From an optimization exercise on the open Yosys and OpenROAD flow, aimed at small area, a short achievable clock period and few clock cycles per item; shortcuts taken in it are not production practice. The RTL was checked by simulation tests, not by an equivalence proof against the original design. Power and IR drop assume default switching activity.

==> flow/design.v, too long to show whole: its modules and the start of the top module <==
// module gil_front: 107 lines
// module gil_sqtree: 1286 lines
// module gil_bk32: 122 lines
// module gil_divider: 56 lines
// module gil_back: 387 lines
// module gillespie_reaction_step_core: 157 lines
module gillespie_reaction_step_core #(
   parameter int COUNT_WIDTH = 16
) (
   input  logic         clock,
   input  logic         reset,
   input  logic         req_tvalid,
   output logic         req_tready,
   input  logic [63:0]  req_tdata,
   output logic         rsp_tvalid,
   input  logic         rsp_tready,
   output logic [151:0] rsp_tdata,
   input  logic         csr_valid,
   output logic         csr_ready,
   input  logic [3:0]   csr_index,
   input  logic [31:0]  csr_data
);
  // ...
==> flow/flow/run.sh <==
#!/bin/bash
export SETUP_SLACK_MARGIN=7.5
bash standard.sh > standard.log 2>&1
==> flow/standard.sh <==
#!/bin/bash
# synth_recipe.tcl (not shown) runs the flow's synth.tcl, then flattens the netlist and writes it again
# the make line also repeats each setting of config.mk as NAME=value (left out here)
make -C /OpenROAD-flow-scripts/flow DESIGN_CONFIG=/design/flow/config.mk WORK_HOME=/design/flow/orfs CLKGATE_MAP_FILE= SYNTH_SCRIPT=/design/flow/synth_recipe.tcl "${@:-finish}"
==> flow/config.mk <==
export PLATFORM = sky130hd
export DESIGN_NAME = gillespie_reaction_step_core
export DESIGN_NICKNAME = gillespie_reaction_step_core
export VERILOG_FILES = /design/flow/design.v
export SDC_FILE = /design/flow/constraint.sdc
export NUM_CORES = 4
export LEC_CHECK = 0
export CAP_MARGIN = 20
export CORE_MARGIN = 2
export CORE_UTILIZATION = 40
export SLEW_MARGIN = 20
export TNS_END_PERCENT = 30
==> flow/constraint.sdc <==
create_clock -name core_clock -period 12.0 [get_ports {clock}]
set_input_delay 2.4000 -clock core_clock [delete_from_list [all_inputs] [get_ports {clock}]]
set_output_delay 2.4000 -clock core_clock [all_outputs]
set_load 0.01 [all_outputs]
==> results.json, run 1 <==
{
  "largest_register": "o_time",
  "postLayoutSetupSlackWorst_ns": 7.44,
  "worstSetupStartpointType": "flip-flop",
  "via_per_inst": 5.95,
  "min_to": "u_back.q2[22]",
  "overflow": 0,
  "synth-seq-cells": 1298,
  "cts_resized": 69,
  "post-route-period-util": 0.380,
  "vias": 78900,
  "status": "complete, no violations",
  "multi_input_area_share": 0.552,
  "grt_use_met2": 0.424,
  "netlist_instances": 10200,
  "seq-cell-share": 0.295,
  "p_comb_frac": 0.567,
  "fmax_ghz": 0.219,
  "cp.required_ns": 12.69,
  "antenna_found_initial": 12,
  "use_met3": 0.0527,
  "path_clk_slew_ns": 0.06,
  "antenna_cells": 9,
  "core-area_um2": 225000,
  "cts_buffers": 152,
  "drc_errors": 0,
  "synth_top_family_by_area": "compound AO/OA/AOI/OAI gates",
  "drt_first_pass_iters": 15,
  "critPathMaxStageDelay_ns": 0.78,
  "rrSetupSlack_ns": 7.44
}
Testbench counts, summed over its fixed seeds: cycles 44,664, items 1,280.
==> module gil_divider, before the edit <==
module gil_divider (
   input  logic        clock,
   input  logic        reset,
   input  logic        start,
   input  logic [50:0] rem0,
   input  logic [53:0] d0,
   input  logic [50:0] dvs,
   input  logic [4:0]  npairs,
   output logic        busy,
   output logic [53:0] q
);
   logic [50:0] rem, dv, r2;
   logic [53:0] d;
   logic [4:0]  cnt;
   logic [52:0] tt;
   logic [53:0] m1, m2, m3;
   logic        q1, q2;
   logic [53:0] ca, cb, xs, xc;
   assign tt = {rem, d[53:52]};
   assign m1 = {1'b0, tt} - {3'b0, dv};
   assign m2 = {1'b0, tt} - {2'b0, dv, 1'b0};
   assign ca = ~{3'b0, dv};
   assign cb = ~{2'b0, dv, 1'b0};
   assign xs = {1'b0, tt} ^ ca ^ cb;
   assign xc = ({1'b0, tt} & ca) | ({1'b0, tt} & cb) | (ca & cb);
   assign m3 = xs + {xc[52:0], 1'b1} + 54'd1;
   assign q1 = !m2[53];
   assign q2 = q1 ? !m3[53] : !m1[53];
   always_comb begin
      unique case ({q1, q2})
         2'b11:   r2 = m3[50:0];
         2'b10:   r2 = m2[50:0];
         2'b01:   r2 = m1[50:0];
         default: r2 = tt[50:0];
      endcase
   end
   assign q = d;
   always_ff @(posedge clock) begin
      if (reset) begin
         busy <= 1'b0;
      end else if (start) begin
         busy <= 1'b1;
      end else if (busy && cnt == 5'd1) begin
         busy <= 1'b0;
      end
      rem <= start ? rem0 : r2;
      if (start) begin
         d   <= d0;
         dv  <= dvs;
         cnt <= npairs;
      end else if (busy) begin
         d   <= {d[51:0], q1, q2};
         cnt <= cnt - 5'd1;
      end
   end
endmodule
==> module gil_back, before the edit <==
module gil_back (
   input  logic        clock,
   input  logic        reset,
   input  logic        rc_go,
   input  logic [31:0] cfg_ind,
   input  logic [31:0] cfg_hkp,
   input  logic [31:0] cfg_dec,
   input  logic [31:0] cfg_mx,
   input  logic [31:0] cfg_half,
   input  logic        in_valid,
   output logic        in_ready,
   input  logic [31:0] in_frac,
   input  logic [5:0]  in_k,
   input  logic [31:0] in_pick,
   output logic        h_valid,
   input  logic        h_ready,
   output logic [37:0] h_ln,
   output logic [50:0] h_a0,
   output logic [3:0]  h_fired,
   output logic        h_satc,
   output logic [15:0] c_hk,
   output logic [15:0] c_hka,
   output logic [15:0] c_out,
   output logic        kd_start,
   output logic [50:0] kd_rem0,
   output logic [53:0] kd_d0,
   output logic [50:0] kd_dvs,
   input  logic        div_busy,
   input  logic [53:0] div_q
);
   localparam logic [4:0] S_WAIT = 5'd0,  S_MUL = 5'd1,  S_MULF = 5'd2,
                          S_C0 = 5'd3,    S_C1 = 5'd4,   S_C2 = 5'd5,
                          S_C3 = 5'd6,    S_C4 = 5'd7,   S_HOLD = 5'd8,
                          S_U1 = 5'd9,    S_U2 = 5'd10,  S_U3 = 5'd11,
                          S_U4 = 5'd12,   S_A0 = 5'd13,  S_A1 = 5'd14,
                          S_A2 = 5'd15,   S_A3 = 5'd16,  S_A4 = 5'd17,
                          R_KI = 5'd18,   R_LP1 = 5'd19, R_LP6 = 5'd20,
                          R_LP7 = 5'd21,  R_WK = 5'd22,  R_LP2 = 5'd23,
                          R_KID = 5'd24,  S_CW = 5'd25,  R_WR = 5'd26;
   localparam logic [2:0] M_ITEM = 3'd0, M_KI = 3'd1, M_P1 = 3'd2, M_P6 = 3'd3,
                          M_P7 = 3'd4, M_P2 = 3'd5;
   localparam logic [31:0] LN2 = gil_pkg::LN2_Q32;
   logic [4:0]  st, st_n;
   logic [2:0]  mode, mode_n;
   logic [3:0]  mcnt, mcnt_n;
   logic [53:0] acc, acc_n;
   logic [50:0] a0, a0_n;
   logic [31:0] pk, pk_n;
   logic        yprev, yprev_n;
   logic [3:0]  fired, fired_n;
   logic [47:0] q0, q1, q2, q3, qin;
   logic [1:0]  ph, ph_n;
   logic [31:0] kap, kap_n;
   logic        kap_nz, kap_nz_n;
   logic [15:0] hk, hk_n, hka, hka_n, outc, outc_n;
   logic        uhk_en, uhk_neg, uhka_en, uhka_neg, uout_en, uout_neg;
   logic        uhk_en_n, uhk_neg_n, uhka_en_n, uhka_neg_n, uout_en_n, uout_neg_n;
   logic        m_busy, ln_done;
   logic [37:0] lv, la;
   logic [4:0]  lcnt;
   logic        xs_acc, xs_nacc, ys_a0, ys_2a0, ys_q, ys_hkp, ys_dec, ys_kap, yneg;
   logic        xs_acc_n, xs_nacc_n, ys_a0_n, ys_2a0_n, ys_q_n, ys_hkp_n, ys_dec_n,
                ys_kap_n, yneg_n;
   logic        u_on, u_kap, u_neg, u_on_n, u_kap_n, u_neg_n, in_rdy;
   logic [53:0] xv, yv, sum;
   logic [47:0] urate, usum;
   logic [32:0] den;
   logic        den_nz, accept, hand, ln2bit, lkz, neg_acc;
   logic [38:0] lsum;
   logic [2:0]  bd;
   logic [1:0]  widx;
   gil_bk32 u_dadd (.a(cfg_ind), .b(cfg_half), .ci(1'b0), .y(den[31:0]), .co(den[32]));
   assign den_nz  = (cfg_ind != 32'd0) || (cfg_half != 32'd0);
   assign neg_acc = acc[53];
   always_comb begin
      xv = ({54{xs_acc}} & acc) | ({54{xs_nacc}} & ~acc);
      yv = ({54{ys_a0}}  & {3'b0, a0}) |
           ({54{ys_2a0}} & {2'b0, a0, 1'b0}) |
           ({54{ys_q}}   & {6'b0, q0}) |
           ({54{ys_hkp}} & {22'b0, cfg_hkp}) |
           ({54{ys_dec}} & {22'b0, cfg_dec}) |
           ({54{ys_kap}} & {22'b0, kap});
   end
   assign sum = xv + (yneg ? ~yv : yv) + {53'b0, yneg};
   assign urate = {16'b0, u_kap ? kap : cfg_dec};
   assign usum  = q0 + (urate ^ {48{u_neg}}) + {47'b0, u_neg};
   assign lsum   = {1'b0, la} + {1'b0, lv & {38{ln2bit}}} + {38'b0, ln2bit && !lkz};
   assign in_ready = in_rdy && !rc_go;
   assign accept   = in_valid && in_ready;
   assign h_valid  = m_busy && ln_done && (st == S_HOLD);
   assign hand     = h_valid && h_ready;
   assign h_ln     = la;
   assign h_a0     = a0;
   assign h_fired  = fired;
   assign h_satc   = ((fired == 4'd0) && (hk == 16'hFFFF)) ||
                     ((fired == 4'd2) && (hka == 16'hFFFF)) ||
                     ((fired == 4'd5) && (outc == 16'hFFFF));
   assign c_hk     = hk;
   assign c_hka    = hka;
   assign c_out    = outc;
   assign kd_start = (st == R_KID) && kap_nz;
   assign kd_rem0  = {19'b0, acc[31:0]};
   assign kd_d0    = {pk, 22'b0};
   assign kd_dvs   = {18'b0, den};
   always_ff @(posedge clock) begin
      if (reset) begin
         m_busy  <= 1'b0;
         ln_done <= 1'b0;
      end else if (accept) begin
         m_busy  <= 1'b1;
         ln_done <= 1'b0;
      end else begin
         if (hand) m_busy <= 1'b0;
         if (m_busy && !ln_done && lcnt == 5'd31) ln_done <= 1'b1;
      end
      if (accept) begin
         lkz    <= (in_k == 6'd0);
         lv     <= (in_k == 6'd0) ? 38'd0 : {in_k - 6'd1, ~in_frac};
         la     <= '0;
         lcnt   <= 5'd3;
         ln2bit <= LN2[3];
      end else if (m_busy && !ln_done) begin
         la     <= lsum[38:1];
         lcnt   <= lcnt + 5'd1;
         ln2bit <= LN2[lcnt + 5'd1];
      end
   end
   always_comb begin
      unique case (mode)
         M_P1:    widx = 2'd0;
         M_P2:    widx = 2'd1;
         M_P6:    widx = 2'd2;
         default: widx = 2'd3;
      endcase
   end
   always_comb begin
      st_n     = st;
      mode_n   = mode;
      mcnt_n   = mcnt;
      acc_n    = acc;
      a0_n     = a0;
      pk_n     = pk;
      yprev_n  = yprev;
      fired_n  = fired;
      qin      = q0;
      kap_n    = kap;
      kap_nz_n = kap_nz;
      hk_n     = hk;
      hka_n    = hka;
      outc_n   = outc;
      uhk_en_n   = uhk_en;
      uhk_neg_n  = uhk_neg;
      uhka_en_n  = uhka_en;
      uhka_neg_n = uhka_neg;
      uout_en_n  = uout_en;
      uout_neg_n = uout_neg;
      ph_n     = ph + 2'd1;
      if (accept) pk_n = in_pick;
      unique case (st)
         S_WAIT: begin
            if (m_busy) begin
               if (a0 == '0) begin
                  fired_n = 4'd8;
                  st_n    = S_HOLD;
               end else begin
                  acc_n   = '0;
                  yprev_n = 1'b0;
                  mcnt_n  = 4'd0;
                  mode_n  = M_ITEM;
                  st_n    = S_MUL;
               end
            end
         end
         S_MUL: begin
            acc_n   = {sum[53], sum[53], sum[53:2]};
            pk_n    = {sum[1:0], pk[31:2]};
            yprev_n = pk[1];
            mcnt_n  = mcnt + 4'd1;
            if (mcnt == 4'd15 || (mode != M_ITEM && mode != M_KI && mcnt == 4'd7))
               st_n = S_MULF;
         end
         S_MULF: begin
            acc_n = sum;
            unique case (mode)
               M_ITEM: st_n = (ph_n == 2'd3) ? S_C0 : S_CW;
               M_KI: begin
                  kap_nz_n = den_nz;
                  if (!den_nz) kap_n = '0;
                  st_n = R_KID;
               end
               default: st_n = R_WR;
            endcase
         end
         S_CW: if (ph_n == 2'd3) st_n = S_C0;
         S_C0: begin acc_n = sum; st_n = S_C1; end
         S_C1: begin
            if (!neg_acc) begin fired_n = 4'd0; st_n = S_HOLD; end
            else begin acc_n = sum; st_n = S_C2; end
         end
         S_C2: begin
            if (!neg_acc) begin fired_n = 4'd1; st_n = S_HOLD; end
            else begin acc_n = sum; st_n = S_C3; end
         end
         S_C3: begin
            if (!neg_acc) begin fired_n = 4'd2; st_n = S_HOLD; end
            else begin acc_n = sum; st_n = S_C4; end
         end
         S_C4: begin
            fired_n = neg_acc ? 4'd7 : 4'd6;
            st_n    = S_HOLD;
         end
         S_HOLD: begin
            if (hand) begin
               acc_n = sum;
               if (fired == 4'd8) begin
                  st_n = S_WAIT;
               end else begin
                  st_n = S_U1;
                  uhk_en_n   = ((fired == 4'd0) && (hk != 16'hFFFF)) ||
                               ((fired == 4'd1 || fired == 4'd2) && (hk != 16'd0));
                  uhk_neg_n  = (fired != 4'd0);
                  uhka_en_n  = ((fired == 4'd2) && (hka != 16'hFFFF)) ||
                               ((fired == 4'd3 || fired == 4'd4 || fired == 4'd7) && (hka != 16'd0));
                  uhka_neg_n = (fired != 4'd2);
                  uout_en_n  = ((fired == 4'd5) && (outc != 16'hFFFF)) ||
                               ((fired == 4'd6) && (outc != 16'd0));
                  uout_neg_n = (fired != 4'd5);
               end
            end
         end
         S_U1: begin
            acc_n = sum;
            if (u_on) qin = usum;
            if (uhk_en)  hk_n   = uhk_neg  ? hk - 16'd1   : hk + 16'd1;
            if (uhka_en) hka_n  = uhka_neg ? hka - 16'd1  : hka + 16'd1;
            if (uout_en) outc_n = uout_neg ? outc - 16'd1 : outc + 16'd1;
            st_n = S_U2;
         end
         S_U2: begin acc_n = sum; if (u_on) qin = usum; st_n = S_U3; end
         S_U3: begin acc_n = sum; if (u_on) qin = usum; st_n = S_U4; end
         S_U4: begin a0_n = sum[50:0]; if (u_on) qin = usum; st_n = S_WAIT; end
         S_A0: begin acc_n = sum; st_n = S_A1; end
         S_A1: begin acc_n = sum; st_n = S_A2; end
         S_A2: begin acc_n = sum; st_n = S_A3; end
         S_A3: begin acc_n = sum; st_n = S_A4; end
         S_A4: begin a0_n = sum[50:0]; st_n = S_WAIT; end
         R_KI: begin
            a0_n = {19'b0, cfg_mx}; pk_n = cfg_ind; acc_n = '0; yprev_n = 1'b0;
            mcnt_n = 4'd0; mode_n = M_KI; st_n = S_MUL;
         end
         R_KID: st_n = R_LP1;
         R_LP1: begin
            a0_n = {19'b0, cfg_dec}; pk_n = {16'b0, hk}; acc_n = '0; yprev_n = 1'b0;
            mcnt_n = 4'd0; mode_n = M_P1; st_n = S_MUL;
         end
         R_LP6: begin
            a0_n = {19'b0, cfg_dec}; pk_n = {16'b0, outc}; acc_n = '0; yprev_n = 1'b0;
            mcnt_n = 4'd0; mode_n = M_P6; st_n = S_MUL;
         end
         R_LP7: begin
            a0_n = {19'b0, cfg_dec}; pk_n = {16'b0, hka}; acc_n = '0; yprev_n = 1'b0;
            mcnt_n = 4'd0; mode_n = M_P7; st_n = S_MUL;
         end
         R_WR: begin
            if (ph == widx) begin
               qin = {acc[31:0], pk[31:16]};
               unique case (mode)
                  M_P1:    st_n = R_LP6;
                  M_P6:    st_n = R_LP7;
                  M_P7:    st_n = R_WK;
                  default: st_n = S_A0;
               endcase
            end
         end
         R_WK: begin
            if (!div_busy) begin
               if (kap_nz) kap_n = div_q[31:0];
               st_n = R_LP2;
            end
         end
         R_LP2: begin
            a0_n = {19'b0, kap}; pk_n = {16'b0, hk}; acc_n = '0; yprev_n = 1'b0;
            mcnt_n = 4'd0; mode_n = M_P2; st_n = S_MUL;
         end
         default: st_n = S_WAIT;
      endcase
      if (reset || rc_go) st_n = R_KI;
      if (reset) begin
         hk_n   = '0;
         hka_n  = '0;
         outc_n = '0;
         ph_n   = 2'd0;
      end
   end
   always_comb begin
      xs_acc_n  = 1'b0;
      xs_nacc_n = 1'b0;
      ys_a0_n   = 1'b0;
      ys_2a0_n  = 1'b0;
      ys_q_n    = 1'b0;
      ys_hkp_n  = 1'b0;
      ys_dec_n  = 1'b0;
      ys_kap_n  = 1'b0;
      yneg_n    = 1'b0;
      u_on_n    = 1'b0;
      u_kap_n   = 1'b0;
      u_neg_n   = 1'b0;
      bd        = {pk_n[1], pk_n[0], yprev_n};
      unique case (ph_n)
         2'd0:    begin u_on_n = uhk_en_n;  u_neg_n = uhk_neg_n; end
         2'd1:    begin u_on_n = uhk_en_n;  u_neg_n = uhk_neg_n; u_kap_n = 1'b1; end
         2'd2:    begin u_on_n = uout_en_n; u_neg_n = uout_neg_n; end
         default: begin u_on_n = uhka_en_n; u_neg_n = uhka_neg_n; end
      endcase
      unique case (st_n)
         S_MUL: begin
            xs_acc_n = 1'b1;
            unique case (bd)
               3'b001, 3'b010: ys_a0_n = 1'b1;
               3'b011:         ys_2a0_n = 1'b1;
               3'b100:         begin ys_2a0_n = 1'b1; yneg_n = 1'b1; end
               3'b101, 3'b110: begin ys_a0_n = 1'b1;  yneg_n = 1'b1; end
               default: begin
               end
            endcase
         end
         S_MULF: begin xs_acc_n = 1'b1; ys_a0_n = yprev_n; end
         S_CW:   xs_acc_n = 1'b1;
         S_C0:   begin xs_nacc_n = 1'b1; ys_hkp_n = 1'b1; end
         S_C1, S_C2, S_C3, S_A1, S_A2, S_A3, S_A4: begin
            xs_acc_n = 1'b1; ys_q_n = 1'b1;
         end
         S_HOLD: ys_a0_n = 1'b1;
         S_U1, S_U2, S_U3, S_U4: begin
            xs_acc_n = 1'b1;
            ys_dec_n = u_on_n && !u_kap_n;
            ys_kap_n = u_on_n && u_kap_n;
            yneg_n   = u_on_n && u_neg_n;
         end
         S_A0:   ys_hkp_n = 1'b1;
         default: begin
         end
      endcase
      if (!(st_n == S_U1 || st_n == S_U2 || st_n == S_U3 || st_n == S_U4)) u_on_n = 1'b0;
   end
   always_ff @(posedge clock) begin
      in_rdy   <= !reset && !(accept || (m_busy && !hand)) &&
                  (st_n == S_WAIT || st_n == S_U1 || st_n == S_U2 || st_n == S_U3 ||
                   st_n == S_U4);
      st       <= st_n;
      mode     <= mode_n;
      mcnt     <= mcnt_n;
      acc      <= acc_n;
      a0       <= a0_n;
      pk       <= pk_n;
      yprev    <= yprev_n;
      fired    <= fired_n;
      kap      <= kap_n;
      kap_nz   <= kap_nz_n;
      hk       <= hk_n;
      hka      <= hka_n;
      outc     <= outc_n;
      uhk_en   <= uhk_en_n;
      uhk_neg  <= uhk_neg_n;
      uhka_en  <= uhka_en_n;
      uhka_neg <= uhka_neg_n;
      uout_en  <= uout_en_n;
      uout_neg <= uout_neg_n;
      ph       <= ph_n;
      q0       <= q1;
      q1       <= q2;
      q2       <= q3;
      q3       <= qin;
      xs_acc   <= xs_acc_n;
      xs_nacc  <= xs_nacc_n;
      ys_a0    <= ys_a0_n;
      ys_2a0   <= ys_2a0_n;
      ys_q     <= ys_q_n;
      ys_hkp   <= ys_hkp_n;
      ys_dec   <= ys_dec_n;
      ys_kap   <= ys_kap_n;
      yneg     <= yneg_n;
      u_on     <= u_on_n;
      u_kap    <= u_kap_n;
      u_neg    <= u_neg_n;
   end
endmodule
==> module gillespie_reaction_step_core, before the edit <==
module gillespie_reaction_step_core #(
   parameter int COUNT_WIDTH = 16
) (
   input  logic         clock,
   input  logic         reset,
   input  logic         req_tvalid,
   output logic         req_tready,
   input  logic [63:0]  req_tdata,
   output logic         rsp_tvalid,
   input  logic         rsp_tready,
   output logic [151:0] rsp_tdata,
   input  logic         csr_valid,
   output logic         csr_ready,
   input  logic [3:0]   csr_index,
   input  logic [31:0]  csr_data
);
   logic        cv;
   logic [31:0] cfg_ind, cfg_hkp, cfg_dec, cfg_mx, cfg_half;
   logic        f_valid, f_ready;
   logic [31:0] f_frac, f_pick;
   logic [5:0]  f_k;
   logic        h_valid, h_ready;
   logic [37:0] h_ln;
   logic [50:0] h_a0;
   logic [3:0]  h_fired;
   logic        kd_start;
   logic [50:0] kd_rem0, kd_dvs;
   logic [53:0] kd_d0;
   logic        div_start, div_busy;
   logic [53:0] div_q;
   logic        tau_start;
   logic        t_v;
   logic [3:0]  t_fired;
   logic        fin;
   logic        rsp_v;
   logic [63:0] o_time;
   logic [15:0] c_hk, c_hka, c_out;
   logic        h_satc, t_satc;
   logic        o_sat;
   logic [64:0] tsum;
   assign csr_ready = 1'b1;
   always_ff @(posedge clock) begin
      if (reset) begin
         cv       <= 1'b0;
         cfg_ind  <= 32'd65536;
         cfg_hkp  <= 32'd65536;
         cfg_dec  <= 32'd6554;
         cfg_mx   <= 32'd65536;
         cfg_half <= 32'd65536;
      end else begin
         cv <= csr_valid;
         if (csr_valid) begin
            unique case (csr_index)
               4'd0: cfg_ind  <= csr_data;
               4'd1: cfg_hkp  <= csr_data;
               4'd2: cfg_dec  <= csr_data;
               4'd3: cfg_mx   <= csr_data;
               4'd4: cfg_half <= csr_data;
               default: begin
               end
            endcase
         end
      end
   end
   gil_front u_front (
      .clock        (clock),
      .reset        (reset),
      .in_valid     (req_tvalid),
      .in_ready     (req_tready),
      .uniform_time (req_tdata[31:0]),
      .uniform_pick (req_tdata[63:32]),
      .out_valid    (f_valid),
      .out_ready    (f_ready),
      .out_frac     (f_frac),
      .out_k        (f_k),
      .out_pick     (f_pick)
   );
   gil_back u_back (
      .clock    (clock),
      .reset    (reset),
      .rc_go    (cv),
      .cfg_ind  (cfg_ind),
      .cfg_hkp  (cfg_hkp),
      .cfg_dec  (cfg_dec),
      .cfg_mx   (cfg_mx),
      .cfg_half (cfg_half),
      .in_valid (f_valid),
      .in_ready (f_ready),
      .in_frac  (f_frac),
      .in_k     (f_k),
      .in_pick  (f_pick),
      .h_valid  (h_valid),
      .h_ready  (h_ready),
      .h_ln     (h_ln),
      .h_a0     (h_a0),
      .h_fired  (h_fired),
      .h_satc   (h_satc),
      .c_hk     (c_hk),
      .c_hka    (c_hka),
      .c_out    (c_out),
      .kd_start (kd_start),
      .kd_rem0  (kd_rem0),
      .kd_d0    (kd_d0),
      .kd_dvs   (kd_dvs),
      .div_busy (div_busy),
      .div_q    (div_q)
   );
   assign h_ready   = !t_v && !rsp_v;
   assign tau_start = h_valid && h_ready && (h_fired != 4'd8);
   assign div_start = tau_start || kd_start;
   gil_divider u_divider (
      .clock  (clock),
      .reset  (reset),
      .start  (div_start),
      .rem0   (tau_start ? 51'd0 : kd_rem0),
      .d0     (tau_start ? {h_ln, 16'b0} : kd_d0),
      .dvs    (tau_start ? h_a0 : kd_dvs),
      .npairs (tau_start ? 5'd27 : 5'd16),
      .busy   (div_busy),
      .q      (div_q)
   );
   assign fin  = t_v && !div_busy && !rsp_v;
   assign tsum = {1'b0, o_time} + {11'b0, div_q};
   always_ff @(posedge clock) begin
      if (reset) begin
         t_v    <= 1'b0;
         rsp_v  <= 1'b0;
         o_time <= '0;
      end else begin
         if (h_valid && h_ready) begin
            t_v     <= 1'b1;
            t_fired <= h_fired;
            t_satc  <= h_satc;
         end else if (fin) begin
            t_v <= 1'b0;
         end
         if (rsp_v) begin
            if (rsp_tready) rsp_v <= 1'b0;
         end else if (fin) begin
            rsp_v <= 1'b1;
         end
         if (fin) begin
            o_sat <= t_satc;
            if (t_fired != 4'd8) begin
               if (tsum[64]) begin
                  o_time <= '1;
                  o_sat  <= 1'b1;
               end else begin
                  o_time <= tsum[63:0];
               end
            end
         end
      end
   end
   assign rsp_tvalid = rsp_v;
   assign rsp_tdata  = {3'b0, o_sat, c_out, 16'b0, 16'b0, c_hka, c_hk, o_time, t_fired};
endmodule
==> run 2: changes to the inputs <==
--- a/flow/design.v
+++ b/flow/design.v
@@ -1524,4 +1524,578 @@
    assign co = w62;
 endmodule
+module gil_bk38 (input wire [37:0] a, input wire [37:0] b, input wire ci, output wire [37:0] y, output wire co);
+   wire [37:0] p0 = a ^ b;
+   wire [37:0] g0 = a & b;
+   wire w1 = g0[0] | (p0[0] & ci);
+   wire w2 = g0[1] | (p0[1] & w1);
+   wire w3 = p0[1] & p0[0];
+   wire w4 = g0[3] | (p0[3] & g0[2]);
+   wire w5 = p0[3] & p0[2];
+   wire w6 = g0[5] | (p0[5] & g0[4]);
+   wire w7 = p0[5] & p0[4];
+   wire w8 = g0[7] | (p0[7] & g0[6]);
+   wire w9 = p0[7] & p0[6];
+   wire w10 = g0[9] | (p0[9] & g0[8]);
+   wire w11 = p0[9] & p0[8];
+   wire w12 = g0[11] | (p0[11] & g0[10]);
+   wire w13 = p0[11] & p0[10];
+   wire w14 = g0[13] | (p0[13] & g0[12]);
+   wire w15 = p0[13] & p0[12];
+   wire w16 = g0[15] | (p0[15] & g0[14]);
+   wire w17 = p0[15] & p0[14];
+   wire w18 = g0[17] | (p0[17] & g0[16]);
+   wire w19 = p0[17] & p0[16];
+   wire w20 = g0[19] | (p0[19] & g0[18]);
+   wire w21 = p0[19] & p0[18];
+   wire w22 = g0[21] | (p0[21] & g0[20]);
+   wire w23 = p0[21] & p0[20];
+   wire w24 = g0[23] | (p0[23] & g0[22]);
+   wire w25 = p0[23] & p0[22];
+   wire w26 = g0[25] | (p0[25] & g0[24]);
+   wire w27 = p0[25] & p0[24];
+   wire w28 = g0[27] | (p0[27] & g0[26]);
+   wire w29 = p0[27] & p0[26];
+   wire w30 = g0[29] | (p0[29] & g0[28]);
+   wire w31 = p0[29] & p0[28];
+   wire w32 = g0[31] | (p0[31] & g0[30]);
+   wire w33 = p0[31] & p0[30];
+   wire w34 = g0[33] | (p0[33] & g0[32]);
+   wire w35 = p0[33] & p0[32];
+   wire w36 = g0[35] | (p0[35] & g0[34]);
+   wire w37 = p0[35] & p0[34];
+   wire w38 = g0[37] | (p0[37] & g0[36]);
+   wire w39 = p0[37] & p0[36];
+   wire w40 = w4 | (w5 & w2);
+   wire w41 = w5 & w3;
+   wire w42 = w8 | (w9 & w6);
+   wire w43 = w9 & w7;
+   wire w44 = w12 | (w13 & w10);
+   wire w45 = w13 & w11;
+   wire w46 = w16 | (w17 & w14);
+   wire w47 = w17 & w15;
+   wire w48 = w20 | (w21 & w18);
+   wire w49 = w21 & w19;
+   wire w50 = w24 | (w25 & w22);
+   wire w51 = w25 & w23;
+   wire w52 = w28 | (w29 & w26);
+   wire w53 = w29 & w27;
+   wire w54 = w32 | (w33 & w30);
+   wire w55 = w33 & w31;
+   wire w56 = w36 | (w37 & w34);
+   wire w57 = w37 & w35;
+   wire w58 = w42 | (w43 & w40);
+   wire w59 = w43 & w41;
+   wire w60 = w46 | (w47 & w44);
+   wire w61 = w47 & w45;
+   wire w62 = w50 | (w51 & w48);
+   wire w63 = w51 & w49;
+   wire w64 = w54 | (w55 & w52);
+   wire w65 = w55 & w53;
+   wire w66 = w60 | (w61 & w58);
+   wire w67 = w61 & w59;
+   wire w68 = w64 | (w65 & w62);
+   wire w69 = w65 & w63;
+   wire w70 = w68 | (w69 & w66);
+   wire w71 = w69 & w67;
+   wire w72 = w62 | (w63 & w66);
+   wire w73 = w63 & w67;
+   wire w74 = w44 | (w45 & w58);
+   wire w75 = w45 & w59;
+   wire w76 = w48 | (w49 & w66);
+   wire w77 = w49 & w67;
+   wire w78 = w52 | (w53 & w72);
+   wire w79 = w53 & w73;
+   wire w80 = w56 | (w57 & w70);
+   wire w81 = w57 & w71;
+   wire w82 = w6 | (w7 & w40);
+   wire w83 = w7 & w41;
+   wire w84 = w10 | (w11 & w58);
+   wire w85 = w11 & w59;
+   wire w86 = w14 | (w15 & w74);
+   wire w87 = w15 & w75;
+   wire w88 = w18 | (w19 & w66);
+   wire w89 = w19 & w67;
+   wire w90 = w22 | (w23 & w76);
+   wire w91 = w23 & w77;
+   wire w92 = w26 | (w27 & w72);
+   wire w93 = w27 & w73;
+   wire w94 = w30 | (w31 & w78);
+   wire w95 = w31 & w79;
+   wire w96 = w34 | (w35 & w70);
+   wire w97 = w35 & w71;
+   wire w98 = w38 | (w39 & w80);
+   wire w99 = w39 & w81;
+   wire w100 = g0[2] | (p0[2] & w2);
+   wire w101 = p0[2] & w3;
+   wire w102 = g0[4] | (p0[4] & w40);
+   wire w103 = p0[4] & w41;
+   wire w104 = g0[6] | (p0[6] & w82);
+   wire w105 = p0[6] & w83;
+   wire w106 = g0[8] | (p0[8] & w58);
+   wire w107 = p0[8] & w59;
+   wire w108 = g0[10] | (p0[10] & w84);
+   wire w109 = p0[10] & w85;
+   wire w110 = g0[12] | (p0[12] & w74);
+   wire w111 = p0[12] & w75;
+   wire w112 = g0[14] | (p0[14] & w86);
+   wire w113 = p0[14] & w87;
+   wire w114 = g0[16] | (p0[16] & w66);
+   wire w115 = p0[16] & w67;
+   wire w116 = g0[18] | (p0[18] & w88);
+   wire w117 = p0[18] & w89;
+   wire w118 = g0[20] | (p0[20] & w76);
+   wire w119 = p0[20] & w77;
+   wire w120 = g0[22] | (p0[22] & w90);
+   wire w121 = p0[22] & w91;
+   wire w122 = g0[24] | (p0[24] & w72);
+   wire w123 = p0[24] & w73;
+   wire w124 = g0[26] | (p0[26] & w92);
+   wire w125 = p0[26] & w93;
+   wire w126 = g0[28] | (p0[28] & w78);
+   wire w127 = p0[28] & w79;
+   wire w128 = g0[30] | (p0[30] & w94);
+   wire w129 = p0[30] & w95;
+   wire w130 = g0[32] | (p0[32] & w70);
+   wire w131 = p0[32] & w71;
+   wire w132 = g0[34] | (p0[34] & w96);
+   wire w133 = p0[34] & w97;
+   wire w134 = g0[36] | (p0[36] & w80);
+   wire w135 = p0[36] & w81;
+   wire [37:0] c = {w134, w80, w132, w96, w130, w70, w128, w94, w126, w78, w124, w92, w122, w72, w120, w90, w118, w76, w116, w88, w114, w66, w112, w86, w110, w74, w108, w84, w106, w58, w104, w82, w102, w40, w100, w2, w1, ci};
+   assign y = p0 ^ c;
+   assign co = w98;
+endmodule
+module gil_bk48 (input wire [47:0] a, input wire [47:0] b, input wire ci, output wire [47:0] y, output wire co);
+   wire [47:0] p0 = a ^ b;
+   wire [47:0] g0 = a & b;
+   wire w1 = g0[0] | (p0[0] & ci);
+   wire w2 = g0[1] | (p0[1] & w1);
+   wire w3 = p0[1] & p0[0];
+   wire w4 = g0[3] | (p0[3] & g0[2]);
+   wire w5 = p0[3] & p0[2];
+   wire w6 = g0[5] | (p0[5] & g0[4]);
+   wire w7 = p0[5] & p0[4];
+   wire w8 = g0[7] | (p0[7] & g0[6]);
+   wire w9 = p0[7] & p0[6];
+   wire w10 = g0[9] | (p0[9] & g0[8]);
+   wire w11 = p0[9] & p0[8];
+   wire w12 = g0[11] | (p0[11] & g0[10]);
+   wire w13 = p0[11] & p0[10];
+   wire w14 = g0[13] | (p0[13] & g0[12]);
+   wire w15 = p0[13] & p0[12];
+   wire w16 = g0[15] | (p0[15] & g0[14]);
+   wire w17 = p0[15] & p0[14];
+   wire w18 = g0[17] | (p0[17] & g0[16]);
+   wire w19 = p0[17] & p0[16];
+   wire w20 = g0[19] | (p0[19] & g0[18]);
+   wire w21 = p0[19] & p0[18];
+   wire w22 = g0[21] | (p0[21] & g0[20]);
+   wire w23 = p0[21] & p0[20];
+   wire w24 = g0[23] | (p0[23] & g0[22]);
+   wire w25 = p0[23] & p0[22];
+   wire w26 = g0[25] | (p0[25] & g0[24]);
+   wire w27 = p0[25] & p0[24];
+   wire w28 = g0[27] | (p0[27] & g0[26]);
+   wire w29 = p0[27] & p0[26];
+   wire w30 = g0[29] | (p0[29] & g0[28]);
+   wire w31 = p0[29] & p0[28];
+   wire w32 = g0[31] | (p0[31] & g0[30]);
+   wire w33 = p0[31] & p0[30];
+   wire w34 = g0[33] | (p0[33] & g0[32]);
+   wire w35 = p0[33] & p0[32];
+   wire w36 = g0[35] | (p0[35] & g0[34]);
+   wire w37 = p0[35] & p0[34];
+   wire w38 = g0[37] | (p0[37] & g0[36]);
+   wire w39 = p0[37] & p0[36];
+   wire w40 = g0[39] | (p0[39] & g0[38]);
+   wire w41 = p0[39] & p0[38];
+   wire w42 = g0[41] | (p0[41] & g0[40]);
+   wire w43 = p0[41] & p0[40];
+   wire w44 = g0[43] | (p0[43] & g0[42]);
+   wire w45 = p0[43] & p0[42];
+   wire w46 = g0[45] | (p0[45] & g0[44]);
+   wire w47 = p0[45] & p0[44];
+   wire w48 = g0[47] | (p0[47] & g0[46]);
+   wire w49 = p0[47] & p0[46];
+   wire w50 = w4 | (w5 & w2);
+   wire w51 = w5 & w3;
+   wire w52 = w8 | (w9 & w6);
+   wire w53 = w9 & w7;
+   wire w54 = w12 | (w13 & w10);
+   wire w55 = w13 & w11;
+   wire w56 = w16 | (w17 & w14);
+   wire w57 = w17 & w15;
+   wire w58 = w20 | (w21 & w18);
+   wire w59 = w21 & w19;
+   wire w60 = w24 | (w25 & w22);
+   wire w61 = w25 & w23;
+   wire w62 = w28 | (w29 & w26);
+   wire w63 = w29 & w27;
+   wire w64 = w32 | (w33 & w30);
+   wire w65 = w33 & w31;
+   wire w66 = w36 | (w37 & w34);
+   wire w67 = w37 & w35;
+   wire w68 = w40 | (w41 & w38);
+   wire w69 = w41 & w39;
+   wire w70 = w44 | (w45 & w42);
+   wire w71 = w45 & w43;
+   wire w72 = w48 | (w49 & w46);
+   wire w73 = w49 & w47;
+   wire w74 = w52 | (w53 & w50);
+   wire w75 = w53 & w51;
+   wire w76 = w56 | (w57 & w54);
+   wire w77 = w57 & w55;
+   wire w78 = w60 | (w61 & w58);
+   wire w79 = w61 & w59;
+   wire w80 = w64 | (w65 & w62);
+   wire w81 = w65 & w63;
+   wire w82 = w68 | (w69 & w66);
+   wire w83 = w69 & w67;
+   wire w84 = w72 | (w73 & w70);
+   wire w85 = w73 & w71;
+   wire w86 = w76 | (w77 & w74);
+   wire w87 = w77 & w75;
+   wire w88 = w80 | (w81 & w78);
+   wire w89 = w81 & w79;
+   wire w90 = w84 | (w85 & w82);
+   wire w91 = w85 & w83;
+   wire w92 = w88 | (w89 & w86);
+   wire w93 = w89 & w87;
+   wire w94 = w90 | (w91 & w92);
+   wire w95 = w91 & w93;
+   wire w96 = w78 | (w79 & w86);
+   wire w97 = w79 & w87;
+   wire w98 = w82 | (w83 & w92);
+   wire w99 = w83 & w93;
+   wire w100 = w54 | (w55 & w74);
+   wire w101 = w55 & w75;
+   wire w102 = w58 | (w59 & w86);
+   wire w103 = w59 & w87;
+   wire w104 = w62 | (w63 & w96);
+   wire w105 = w63 & w97;
+   wire w106 = w66 | (w67 & w92);
+   wire w107 = w67 & w93;
+   wire w108 = w70 | (w71 & w98);
+   wire w109 = w71 & w99;
+   wire w110 = w6 | (w7 & w50);
+   wire w111 = w7 & w51;
+   wire w112 = w10 | (w11 & w74);
+   wire w113 = w11 & w75;
+   wire w114 = w14 | (w15 & w100);
+   wire w115 = w15 & w101;
+   wire w116 = w18 | (w19 & w86);
+   wire w117 = w19 & w87;
+   wire w118 = w22 | (w23 & w102);
+   wire w119 = w23 & w103;
+   wire w120 = w26 | (w27 & w96);
+   wire w121 = w27 & w97;
+   wire w122 = w30 | (w31 & w104);
+   wire w123 = w31 & w105;
+   wire w124 = w34 | (w35 & w92);
+   wire w125 = w35 & w93;
+   wire w126 = w38 | (w39 & w106);
+   wire w127 = w39 & w107;
+   wire w128 = w42 | (w43 & w98);
+   wire w129 = w43 & w99;
+   wire w130 = w46 | (w47 & w108);
+   wire w131 = w47 & w109;
+   wire w132 = g0[2] | (p0[2] & w2);
+   wire w133 = p0[2] & w3;
+   wire w134 = g0[4] | (p0[4] & w50);
+   wire w135 = p0[4] & w51;
+   wire w136 = g0[6] | (p0[6] & w110);
+   wire w137 = p0[6] & w111;
+   wire w138 = g0[8] | (p0[8] & w74);
+   wire w139 = p0[8] & w75;
+   wire w140 = g0[10] | (p0[10] & w112);
+   wire w141 = p0[10] & w113;
+   wire w142 = g0[12] | (p0[12] & w100);
+   wire w143 = p0[12] & w101;
+   wire w144 = g0[14] | (p0[14] & w114);
+   wire w145 = p0[14] & w115;
+   wire w146 = g0[16] | (p0[16] & w86);
+   wire w147 = p0[16] & w87;
+   wire w148 = g0[18] | (p0[18] & w116);
+   wire w149 = p0[18] & w117;
+   wire w150 = g0[20] | (p0[20] & w102);
+   wire w151 = p0[20] & w103;
+   wire w152 = g0[22] | (p0[22] & w118);
+   wire w153 = p0[22] & w119;
+   wire w154 = g0[24] | (p0[24] & w96);
+   wire w155 = p0[24] & w97;
+   wire w156 = g0[26] | (p0[26] & w120);
+   wire w157 = p0[26] & w121;
+   wire w158 = g0[28] | (p0[28] & w104);
+   wire w159 = p0[28] & w105;
+   wire w160 = g0[30] | (p0[30] & w122);
+   wire w161 = p0[30] & w123;
+   wire w162 = g0[32] | (p0[32] & w92);
+   wire w163 = p0[32] & w93;
+   wire w164 = g0[34] | (p0[34] & w124);
+   wire w165 = p0[34] & w125;
+   wire w166 = g0[36] | (p0[36] & w106);
+   wire w167 = p0[36] & w107;
+   wire w168 = g0[38] | (p0[38] & w126);
+   wire w169 = p0[38] & w127;
+   wire w170 = g0[40] | (p0[40] & w98);
+   wire w171 = p0[40] & w99;
+   wire w172 = g0[42] | (p0[42] & w128);
+   wire w173 = p0[42] & w129;
+   wire w174 = g0[44] | (p0[44] & w108);
+   wire w175 = p0[44] & w109;
+   wire w176 = g0[46] | (p0[46] & w130);
+   wire w177 = p0[46] & w131;
+   wire [47:0] c = {w176, w130, w174, w108, w172, w128, w170, w98, w168, w126, w166, w106, w164, w124, w162, w92, w160, w122, w158, w104, w156, w120, w154, w96, w152, w118, w150, w102, w148, w116, w146, w86, w144, w114, w142, w100, w140, w112, w138, w74, w136, w110, w134, w50, w132, w2, w1, ci};
+   assign y = p0 ^ c;
+   assign co = w94;
+endmodule
+module gil_bk64 (input wire [63:0] a, input wire [63:0] b, input wire ci, output wire [63:0] y, output wire co);
+   wire [63:0] p0 = a ^ b;
+   wire [63:0] g0 = a & b;
+   wire w1 = g0[0] | (p0[0] & ci);
+   wire w2 = g0[1] | (p0[1] & w1);
+   wire w3 = p0[1] & p0[0];
+   wire w4 = g0[3] | (p0[3] & g0[2]);
+   wire w5 = p0[3] & p0[2];
+   wire w6 = g0[5] | (p0[5] & g0[4]);
+   wire w7 = p0[5] & p0[4];
+   wire w8 = g0[7] | (p0[7] & g0[6]);
+   wire w9 = p0[7] & p0[6];
+   wire w10 = g0[9] | (p0[9] & g0[8]);
+   wire w11 = p0[9] & p0[8];
+   wire w12 = g0[11] | (p0[11] & g0[10]);
+   wire w13 = p0[11] & p0[10];
+   wire w14 = g0[13] | (p0[13] & g0[12]);
+   wire w15 = p0[13] & p0[12];
+   wire w16 = g0[15] | (p0[15] & g0[14]);
+   wire w17 = p0[15] & p0[14];
+   wire w18 = g0[17] | (p0[17] & g0[16]);
+   wire w19 = p0[17] & p0[16];
+   wire w20 = g0[19] | (p0[19] & g0[18]);
+   wire w21 = p0[19] & p0[18];
+   wire w22 = g0[21] | (p0[21] & g0[20]);
+   wire w23 = p0[21] & p0[20];
+   wire w24 = g0[23] | (p0[23] & g0[22]);
+   wire w25 = p0[23] & p0[22];
+   wire w26 = g0[25] | (p0[25] & g0[24]);
+   wire w27 = p0[25] & p0[24];
+   wire w28 = g0[27] | (p0[27] & g0[26]);
+   wire w29 = p0[27] & p0[26];
+   wire w30 = g0[29] | (p0[29] & g0[28]);
+   wire w31 = p0[29] & p0[28];
+   wire w32 = g0[31] | (p0[31] & g0[30]);
+   wire w33 = p0[31] & p0[30];
+   wire w34 = g0[33] | (p0[33] & g0[32]);
+   wire w35 = p0[33] & p0[32];
+   wire w36 = g0[35] | (p0[35] & g0[34]);
+   wire w37 = p0[35] & p0[34];
+   wire w38 = g0[37] | (p0[37] & g0[36]);
+   wire w39 = p0[37] & p0[36];
+   wire w40 = g0[39] | (p0[39] & g0[38]);
+   wire w41 = p0[39] & p0[38];
+   wire w42 = g0[41] | (p0[41] & g0[40]);
+   wire w43 = p0[41] & p0[40];
+   wire w44 = g0[43] | (p0[43] & g0[42]);
+   wire w45 = p0[43] & p0[42];
+   wire w46 = g0[45] | (p0[45] & g0[44]);
+   wire w47 = p0[45] & p0[44];
+   wire w48 = g0[47] | (p0[47] & g0[46]);
+   wire w49 = p0[47] & p0[46];
+   wire w50 = g0[49] | (p0[49] & g0[48]);
+   wire w51 = p0[49] & p0[48];
+   wire w52 = g0[51] | (p0[51] & g0[50]);
+   wire w53 = p0[51] & p0[50];
+   wire w54 = g0[53] | (p0[53] & g0[52]);
+   wire w55 = p0[53] & p0[52];
+   wire w56 = g0[55] | (p0[55] & g0[54]);
+   wire w57 = p0[55] & p0[54];
+   wire w58 = g0[57] | (p0[57] & g0[56]);
+   wire w59 = p0[57] & p0[56];
+   wire w60 = g0[59] | (p0[59] & g0[58]);
+   wire w61 = p0[59] & p0[58];
+   wire w62 = g0[61] | (p0[61] & g0[60]);
+   wire w63 = p0[61] & p0[60];
+   wire w64 = g0[63] | (p0[63] & g0[62]);
+   wire w65 = p0[63] & p0[62];
+   wire w66 = w4 | (w5 & w2);
+   wire w67 = w5 & w3;
+   wire w68 = w8 | (w9 & w6);
+   wire w69 = w9 & w7;
+   wire w70 = w12 | (w13 & w10);
+   wire w71 = w13 & w11;
+   wire w72 = w16 | (w17 & w14);
+   wire w73 = w17 & w15;
+   wire w74 = w20 | (w21 & w18);
+   wire w75 = w21 & w19;
+   wire w76 = w24 | (w25 & w22);
+   wire w77 = w25 & w23;
+   wire w78 = w28 | (w29 & w26);
+   wire w79 = w29 & w27;
+   wire w80 = w32 | (w33 & w30);
+   wire w81 = w33 & w31;
+   wire w82 = w36 | (w37 & w34);
+   wire w83 = w37 & w35;
+   wire w84 = w40 | (w41 & w38);
+   wire w85 = w41 & w39;
+   wire w86 = w44 | (w45 & w42);
+   wire w87 = w45 & w43;
+   wire w88 = w48 | (w49 & w46);
+   wire w89 = w49 & w47;
+   wire w90 = w52 | (w53 & w50);
+   wire w91 = w53 & w51;
+   wire w92 = w56 | (w57 & w54);
+   wire w93 = w57 & w55;
+   wire w94 = w60 | (w61 & w58);
+   wire w95 = w61 & w59;
+   wire w96 = w64 | (w65 & w62);
+   wire w97 = w65 & w63;
+   wire w98 = w68 | (w69 & w66);
+   wire w99 = w69 & w67;
+   wire w100 = w72 | (w73 & w70);
+   wire w101 = w73 & w71;
+   wire w102 = w76 | (w77 & w74);
+   wire w103 = w77 & w75;
+   wire w104 = w80 | (w81 & w78);
+   wire w105 = w81 & w79;
+   wire w106 = w84 | (w85 & w82);
+   wire w107 = w85 & w83;
+   wire w108 = w88 | (w89 & w86);
+   wire w109 = w89 & w87;
+   wire w110 = w92 | (w93 & w90);
+   wire w111 = w93 & w91;
+   wire w112 = w96 | (w97 & w94);
+   wire w113 = w97 & w95;
+   wire w114 = w100 | (w101 & w98);
+   wire w115 = w101 & w99;
+   wire w116 = w104 | (w105 & w102);
+   wire w117 = w105 & w103;
+   wire w118 = w108 | (w109 & w106);
+   wire w119 = w109 & w107;
+   wire w120 = w112 | (w113 & w110);
+   wire w121 = w113 & w111;
+   wire w122 = w116 | (w117 & w114);
+   wire w123 = w117 & w115;
+   wire w124 = w120 | (w121 & w118);
+   wire w125 = w121 & w119;
+   wire w126 = w124 | (w125 & w122);
+   wire w127 = w125 & w123;
+   wire w128 = w118 | (w119 & w122);
+   wire w129 = w119 & w123;
+   wire w130 = w102 | (w103 & w114);
+   wire w131 = w103 & w115;
+   wire w132 = w106 | (w107 & w122);
+   wire w133 = w107 & w123;
+   wire w134 = w110 | (w111 & w128);
+   wire w135 = w111 & w129;
+   wire w136 = w70 | (w71 & w98);
+   wire w137 = w71 & w99;
+   wire w138 = w74 | (w75 & w114);
+   wire w139 = w75 & w115;
+   wire w140 = w78 | (w79 & w130);
+   wire w141 = w79 & w131;
+   wire w142 = w82 | (w83 & w122);
+   wire w143 = w83 & w123;
+   wire w144 = w86 | (w87 & w132);
+   wire w145 = w87 & w133;
+   wire w146 = w90 | (w91 & w128);
+   wire w147 = w91 & w129;
+   wire w148 = w94 | (w95 & w134);
+   wire w149 = w95 & w135;
+   wire w150 = w6 | (w7 & w66);
+   wire w151 = w7 & w67;
+   wire w152 = w10 | (w11 & w98);
+   wire w153 = w11 & w99;
+   wire w154 = w14 | (w15 & w136);
+   wire w155 = w15 & w137;
+   wire w156 = w18 | (w19 & w114);
+   wire w157 = w19 & w115;
+   wire w158 = w22 | (w23 & w138);
+   wire w159 = w23 & w139;
+   wire w160 = w26 | (w27 & w130);
+   wire w161 = w27 & w131;
+   wire w162 = w30 | (w31 & w140);
+   wire w163 = w31 & w141;
+   wire w164 = w34 | (w35 & w122);
+   wire w165 = w35 & w123;
+   wire w166 = w38 | (w39 & w142);
+   wire w167 = w39 & w143;
+   wire w168 = w42 | (w43 & w132);
+   wire w169 = w43 & w133;
+   wire w170 = w46 | (w47 & w144);
+   wire w171 = w47 & w145;
+   wire w172 = w50 | (w51 & w128);
+   wire w173 = w51 & w129;
+   wire w174 = w54 | (w55 & w146);
+   wire w175 = w55 & w147;
+   wire w176 = w58 | (w59 & w134);
+   wire w177 = w59 & w135;
+   wire w178 = w62 | (w63 & w148);
+   wire w179 = w63 & w149;
+   wire w180 = g0[2] | (p0[2] & w2);
+   wire w181 = p0[2] & w3;
+   wire w182 = g0[4] | (p0[4] & w66);
+   wire w183 = p0[4] & w67;
+   wire w184 = g0[6] | (p0[6] & w150);
+   wire w185 = p0[6] & w151;
+   wire w186 = g0[8] | (p0[8] & w98);
+   wire w187 = p0[8] & w99;
+   wire w188 = g0[10] | (p0[10] & w152);
+   wire w189 = p0[10] & w153;
+   wire w190 = g0[12] | (p0[12] & w136);
+   wire w191 = p0[12] & w137;
+   wire w192 = g0[14] | (p0[14] & w154);
+   wire w193 = p0[14] & w155;
+   wire w194 = g0[16] | (p0[16] & w114);
+   wire w195 = p0[16] & w115;
+   wire w196 = g0[18] | (p0[18] & w156);
+   wire w197 = p0[18] & w157;
+   wire w198 = g0[20] | (p0[20] & w138);
+   wire w199 = p0[20] & w139;
+   wire w200 = g0[22] | (p0[22] & w158);
+   wire w201 = p0[22] & w159;
+   wire w202 = g0[24] | (p0[24] & w130);
+   wire w203 = p0[24] & w131;
+   wire w204 = g0[26] | (p0[26] & w160);
+   wire w205 = p0[26] & w161;
+   wire w206 = g0[28] | (p0[28] & w140);
+   wire w207 = p0[28] & w141;
+   wire w208 = g0[30] | (p0[30] & w162);
+   wire w209 = p0[30] & w163;
+   wire w210 = g0[32] | (p0[32] & w122);
+   wire w211 = p0[32] & w123;
+   wire w212 = g0[34] | (p0[34] & w164);
+   wire w213 = p0[34] & w165;
+   wire w214 = g0[36] | (p0[36] & w142);
+   wire w215 = p0[36] & w143;
+   wire w216 = g0[38] | (p0[38] & w166);
+   wire w217 = p0[38] & w167;
+   wire w218 = g0[40] | (p0[40] & w132);
+   wire w219 = p0[40] & w133;
+   wire w220 = g0[42] | (p0[42] & w168);
+   wire w221 = p0[42] & w169;
+   wire w222 = g0[44] | (p0[44] & w144);
+   wire w223 = p0[44] & w145;
+   wire w224 = g0[46] | (p0[46] & w170);
+   wire w225 = p0[46] & w171;
+   wire w226 = g0[48] | (p0[48] & w128);
+   wire w227 = p0[48] & w129;
+   wire w228 = g0[50] | (p0[50] & w172);
+   wire w229 = p0[50] & w173;
+   wire w230 = g0[52] | (p0[52] & w146);
+   wire w231 = p0[52] & w147;
+   wire w232 = g0[54] | (p0[54] & w174);
+   wire w233 = p0[54] & w175;
+   wire w234 = g0[56] | (p0[56] & w134);
+   wire w235 = p0[56] & w135;
+   wire w236 = g0[58] | (p0[58] & w176);
+   wire w237 = p0[58] & w177;
+   wire w238 = g0[60] | (p0[60] & w148);
+   wire w239 = p0[60] & w149;
+   wire w240 = g0[62] | (p0[62] & w178);
+   wire w241 = p0[62] & w179;
+   wire [63:0] c = {w240, w178, w238, w148, w236, w176, w234, w134, w232, w174, w230, w146, w228, w172, w226, w128, w224, w170, w222, w144, w220, w168, w218, w132, w216, w166, w214, w142, w212, w164, w210, w122, w208, w162, w206, w140, w204, w160, w202, w130, w200, w158, w198, w138, w196, w156, w194, w114, w192, w154, w190, w136, w188, w152, w186, w98, w184, w150, w182, w66, w180, w2, w1, ci};
+   assign y = p0 ^ c;
+   assign co = w126;
+endmodule
 `default_nettype wire
 `default_nettype none
@@ -1571,10 +2145,11 @@
          busy <= 1'b0;
       end
-      rem <= start ? rem0 : r2;
       if (start) begin
+         rem <= rem0;
          d   <= d0;
          dv  <= dvs;
          cnt <= npairs;
       end else if (busy) begin
+         rem <= r2;
          d   <= {d[51:0], q1, q2};
          cnt <= cnt - 5'd1;
@@ -1669,6 +2244,7 @@
    assign sum = xv + (yneg ? ~yv : yv) + {53'b0, yneg};
    assign urate = {16'b0, u_kap ? kap : cfg_dec};
-   assign usum  = q0 + (urate ^ {48{u_neg}}) + {47'b0, u_neg};
-   assign lsum   = {1'b0, la} + {1'b0, lv & {38{ln2bit}}} + {38'b0, ln2bit && !lkz};
+   gil_bk48 u_uadd (.a(q0), .b(urate ^ {48{u_neg}}), .ci(u_neg), .y(usum), .co());
+   gil_bk38 u_ladd (.a(la), .b(lv & {38{ln2bit}}), .ci(ln2bit && !lkz),
+                    .y(lsum[37:0]), .co(lsum[38]));
    assign in_ready = in_rdy && !rc_go;
    assign accept   = in_valid && in_ready;
@@ -1811,15 +2387,23 @@
                                ((fired == 4'd6) && (outc != 16'd0));
                   uout_neg_n = (fired != 4'd5);
+                  if (fired == 4'd0) begin
+                     if (hk != 16'hFFFF) hk_n = hk + 16'd1;
+                  end else if (fired == 4'd1 || fired == 4'd2) begin
+                     if (hk != 16'd0) hk_n = hk - 16'd1;
+                  end
+                  if (fired == 4'd2) begin
+                     if (hka != 16'hFFFF) hka_n = hka + 16'd1;
+                  end else if (fired == 4'd3 || fired == 4'd4 || fired == 4'd7) begin
+                     if (hka != 16'd0) hka_n = hka - 16'd1;
+                  end
+                  if (fired == 4'd5) begin
+                     if (outc != 16'hFFFF) outc_n = outc + 16'd1;
+                  end else if (fired == 4'd6) begin
+                     if (outc != 16'd0) outc_n = outc - 16'd1;
+                  end
                end
             end
          end
-         S_U1: begin
-            acc_n = sum;
-            if (u_on) qin = usum;
-            if (uhk_en)  hk_n   = uhk_neg  ? hk - 16'd1   : hk + 16'd1;
-            if (uhka_en) hka_n  = uhka_neg ? hka - 16'd1  : hka + 16'd1;
-            if (uout_en) outc_n = uout_neg ? outc - 16'd1 : outc + 16'd1;
-            st_n = S_U2;
-         end
+         S_U1: begin acc_n = sum; if (u_on) qin = usum; st_n = S_U2; end
          S_U2: begin acc_n = sum; if (u_on) qin = usum; st_n = S_U3; end
          S_U3: begin acc_n = sum; if (u_on) qin = usum; st_n = S_U4; end
@@ -1990,4 +2574,6 @@
 );
    logic        cv;
+   logic [3:0]  ci;
+   logic [31:0] cd;
    logic [31:0] cfg_ind, cfg_hkp, cfg_dec, cfg_mx, cfg_half;
    logic        f_valid, f_ready;
@@ -2024,11 +2610,11 @@
       end else begin
          cv <= csr_valid;
-         if (csr_valid) begin
-            unique case (csr_index)
-               4'd0: cfg_ind  <= csr_data;
-               4'd1: cfg_hkp  <= csr_data;
-               4'd2: cfg_dec  <= csr_data;
-               4'd3: cfg_mx   <= csr_data;
-               4'd4: cfg_half <= csr_data;
+         if (cv) begin
+            unique case (ci)
+               4'd0: cfg_ind  <= cd;
+               4'd1: cfg_hkp  <= cd;
+               4'd2: cfg_dec  <= cd;
+               4'd3: cfg_mx   <= cd;
+               4'd4: cfg_half <= cd;
                default: begin
                end
@@ -2036,4 +2622,6 @@
          end
       end
+      ci <= csr_index;
+      cd <= csr_data;
    end
    gil_front u_front (
@@ -2095,5 +2683,5 @@
    );
    assign fin  = t_v && !div_busy && !rsp_v;
-   assign tsum = {1'b0, o_time} + {11'b0, div_q};
+   gil_bk64 u_tadd (.a(o_time), .b({10'b0, div_q}), .ci(1'b0), .y(tsum[63:0]), .co(tsum[64]));
    always_ff @(posedge clock) begin
       if (reset) begin
--- a/flow/config.mk
+++ b/flow/config.mk
@@ -10,3 +10,2 @@
 export CORE_UTILIZATION = 40
 export SLEW_MARGIN = 20
-export TNS_END_PERCENT = 30
==> results.json, run 2 <==
{
  "arrival_ns": 5.34,
  "critPathMaxFanout": 13,
  "power.net_switching_mw": 11.8,
  "netlist_instances": 9747,
  "ys_warn_count": 4,
  "whs_ns": 0.319,
  "grt_pass1_wl_um": 465000,
  "end_kind": "flip-flop",
  "yosysSeqAreaShare": 0.349,
  "wire_per_inst_um": 24.0,
  "wl_um": 310000,
  "largest_register": "o_time",
  "fin_cells": 12900,
  "synth-seq-cells": 1334,
  "synth-edff-count": 456,
  "synth_area_leaders": "dfxtp_1, edfxtp_1, fa_1",
  "synth-main-ff-cell": "dfxtp_1",
  "setup_viol": 0,
  "grt_pass1_vias": 73800,
  "rows": 173,
  "leakage_nw": 43.4,
  "grt_usage": 0.263,
  "core-area_um2": 223000,
  "syn_area_um2": 89700,
  "cts_buffers": 154,
  "port-buffer-count": 223,
  "overflow": 0,
  "path_clk_slew_ns": 0.06,
  "placed_cells": 12500,
  "worstSetupStartpointType": "flip-flop",
  "top_regs": "o_time: 64 flops, u_front.cs_s: 59 flops, u_front.cs_c: 58 flops",
  "avgSynthCellArea_um2": 9.20,
  "synth_common_cells": "nand2_1, dfxtp_1, inv_1",
  "grt_max_degree": 156,
  "dp_hpwl_um": 221000,
  "pin_count": 260,
  "first_iter_violations": 8407,
  "p_per_area_nw_per_um2": 257,
  "relSlewSlack": 0.111,
  "total_power_mw": 26.3,
  "die_w_um": 478,
  "sw_frac_of_total": 0.446,
  "synth_top_area_cell": "dfxtp_1",
  "die_area_um2": 228000,
  "fmax_ghz": 0.215,
  "nFillCells": 21300,
  "fin_util": 0.460,
  "fin_crit_ns": 4.65,
  "syn_to_final_growth_pct": 14.1,
  "clock_latency_ns": 0.82,
  "drt_first_pass_iters": 9,
  "numClockSinks": 1334,
  "power.share.sequential": 0.265,
  "largest_register_ffs": 64,
  "die_h_um": 478,
  "clock_skew_ns": 0.0446,
  "htreeDepth": 4,
  "r2r_cells": 26,
  "start_util": 0.403,
  "gp_congestion": 0.958,
  "rrSetupSlack_ns": 7.35,
  "fin_setup_tns_ns": 0,
  "status": "complete, no violations",
  "cp.required_ns": 12.69,
  "hold_depth": 0,
  "nets": 11000,
  "clock-root-buffer": "clkbuf_16",
  "cts_tree": "yes",
  "p_comb_frac": 0.546,
  "maxCapViolations": 0,
  "vias": 75500,
  "final_cell_mix": "nand2_1, dfxtp_1, inv_1, a21oi_1, nor2_1",
  "worstSetupPathType": "flip-flop to flip-flop",
  "drc_errors": 0,
  "power_frac_clock": 0.188,
  "layout_commonest_cell": "nand2_1",
  "antenna_found_initial": 21,
  "tightestPinTransition_ns": 1.33,
  "post-route-period-util": 0.387,
  "internal-power_mw": 14.6,
  "rsz0062_at_grt": "yes",
  "hp-class": "flip-flop to flip-flop",
  "hold_viol": 0,
  "synth_cell_types": 102,
  "async_flop_share": 0,
  "cts_buffer_depth": 3,
  "synth_top_area_frac": 0.196,
  "drive_gt1_frac": 0.0852,
  "ir_drop_v": 0.000388,
  "drtAntennaViolNets": 0,
  "drv_slew": 0,
  "synth.most_common_cell": "nand2_1",
  "via_per_inst": 5.84
}
## run 2: cell types whose count changed in the layout (fill, tap and decap cells not counted), sizes merged, moves of 67 or more
| cell | before | now |
|---|---|---|
| o21ai | 466 | 383 |
| buf | 168 | 245 |
| nor2 | 493 | 561 |
| a21oi | 748 | 643 |
| nand2 | 1391 | 1255 |
| fa | 439 | 506 |
## run 2: logic make-up after synthesis
kind of cell / Yosys count / share of synthesized area
other: 2 / 0.0000837
flip-flops: 1334 / 0.349
AND/OR/NAND/NOR: 3075 / 0.161
AO/OA/AOI/OAI: 2274 / 0.169
buffers and inverters: 1267 / 0.0555
multiplexers: 265 / 0.0306
XOR/XNOR: 490 / 0.0478
adder cells (fa/ha/maj): 1040 / 0.187
## run 2: final cells by class
class | instances | area, um2 | share of cell area
antenna | 9 | 22.5 | 0.000220
clock buffer | 206 | 4420 | 0.0432
clock inverter | 82 | 948 | 0.00927
inverter | 670 | 2540 | 0.0248
multi-input combinational | 7182 | 54800 | 0.536
sequential | 1334 | 31300 | 0.306
tap | 2975 | 3720 | 0.0364
timing repair buffer | 471 | 4540 | 0.0443
## run 2: what timing repair did
item,in CTS,in global routing
cloned,4,4
hold buffers,0,0
buffers inserted,50,68
pin swaps,38,108
gates resized for setup,127,169
setup endpoints to repair,263,280
## run 2: per-layer routing
layer | share of wire | track usage | vias up
li1 | - | - | 34300
met1 | 0.43 | 0.367 | 37000
met2 | 0.44 | 0.404 | 3531
met3 | 0.089 | 0.0488 | 663
met4 | 0.041 | 0.0993 | 4
met5 | 0.00011 | 0 | -
## run 2: power by group through the flow
stage / clock (mW) / combinational, mW / sequential, mW
finish: 4.97 / 14.4 / 6.99
global route: 5.22 / 16.8 / 7.03
CTS: 5.04 / 14.6 / 6.95
detailed placement: 0 / 14.4 / 7.05
global placement: 0 / 14.1 / 7.03
floorplan: 0 / 10.6 / 6.28
## run 2: critical path: stages (launching register included)
cell       delay (ns)
dfxtp_4          0.42
buf_4            0.15
bufbuf_16        0.31
mux2i_1          0.24
xnor2_1          0.20
ha_1             0.31
a21o_1           0.16
a21oi_1          0.18
o21ai_1          0.13
a221o_1          0.34
a21oi_4          0.16
a21oi_2          0.10
nor4_4           0.18
buf_4            0.16
buf_6            0.09
buf_6            0.08
buf_6            0.08
buf_6            0.09
buf_6            0.09
buf_6            0.08
buf_6            0.09
inv_4            0.03
a31oi_4          0.18
fa_2             0.22
xor2_1           0.14
nor2_1           0.05
a221o_1          0.27
## run 2: stage by stage
| stage | worst slack [ns] | cell area [um2] |
|---|---|---|
| 4_1_cts | 7.24 | 101000 |
| 5_1_grt | 7.16 | 102000 |
| 3_5_place_dp | 6.27 | 94500 |
| 3_3_place_gp | 6.30 | 94500 |
| 2_1_floorplan | 7.27 | 89900 |
| 6_report | 7.35 | 102000 |
## run 2: final timing paths
kind / from / to
max: u_back.u_kap / u_back.q3[41]
min: u_back.q3[5] / u_back.q2[5]
max reg2reg: u_back.u_kap / u_back.q3[41]
min reg2reg: u_back.q3[5] / u_back.q2[5]
Testbench counts of run 2, summed over its fixed seeds: cycles 44,664, items 1,280.

[static timing again, ports no longer ideal]
The results above use ideal ports. As a check the final layouts listed here were re-extracted and re-timed, cells and wires unchanged.
Step 1 (the two cells are an assumption about what drives the block):
set clk [get_ports {clock}]
set_driving_cell -lib_cell sky130_fd_sc_hd__clkbuf_16 $clk
set_driving_cell -lib_cell sky130_fd_sc_hd__buf_2 [delete_from_list [all_inputs] $clk]
Step 2 also shifts input and output timing later by t, the mid clock arrival at the registers, as if the neighbouring blocks saw the same clock.
a / b / c = ideal ports / drivers / drivers and shift; a / b = the first two.
run	shift t [ns]	setup slack, ns	worst setup path after step 2	worst slew at a driven data input, ns
run 1	0.918	7.444 / 7.358 / 6.727	input to register	0.11
run 2	0.891	7.351 / 7.351 / 6.930	input to register	0.17
After both steps every run listed still meets setup and hold. For run 1, which loses most, drivers alone change the setup slack by -0.086 ns; drivers and shift together by -0.717 ns.
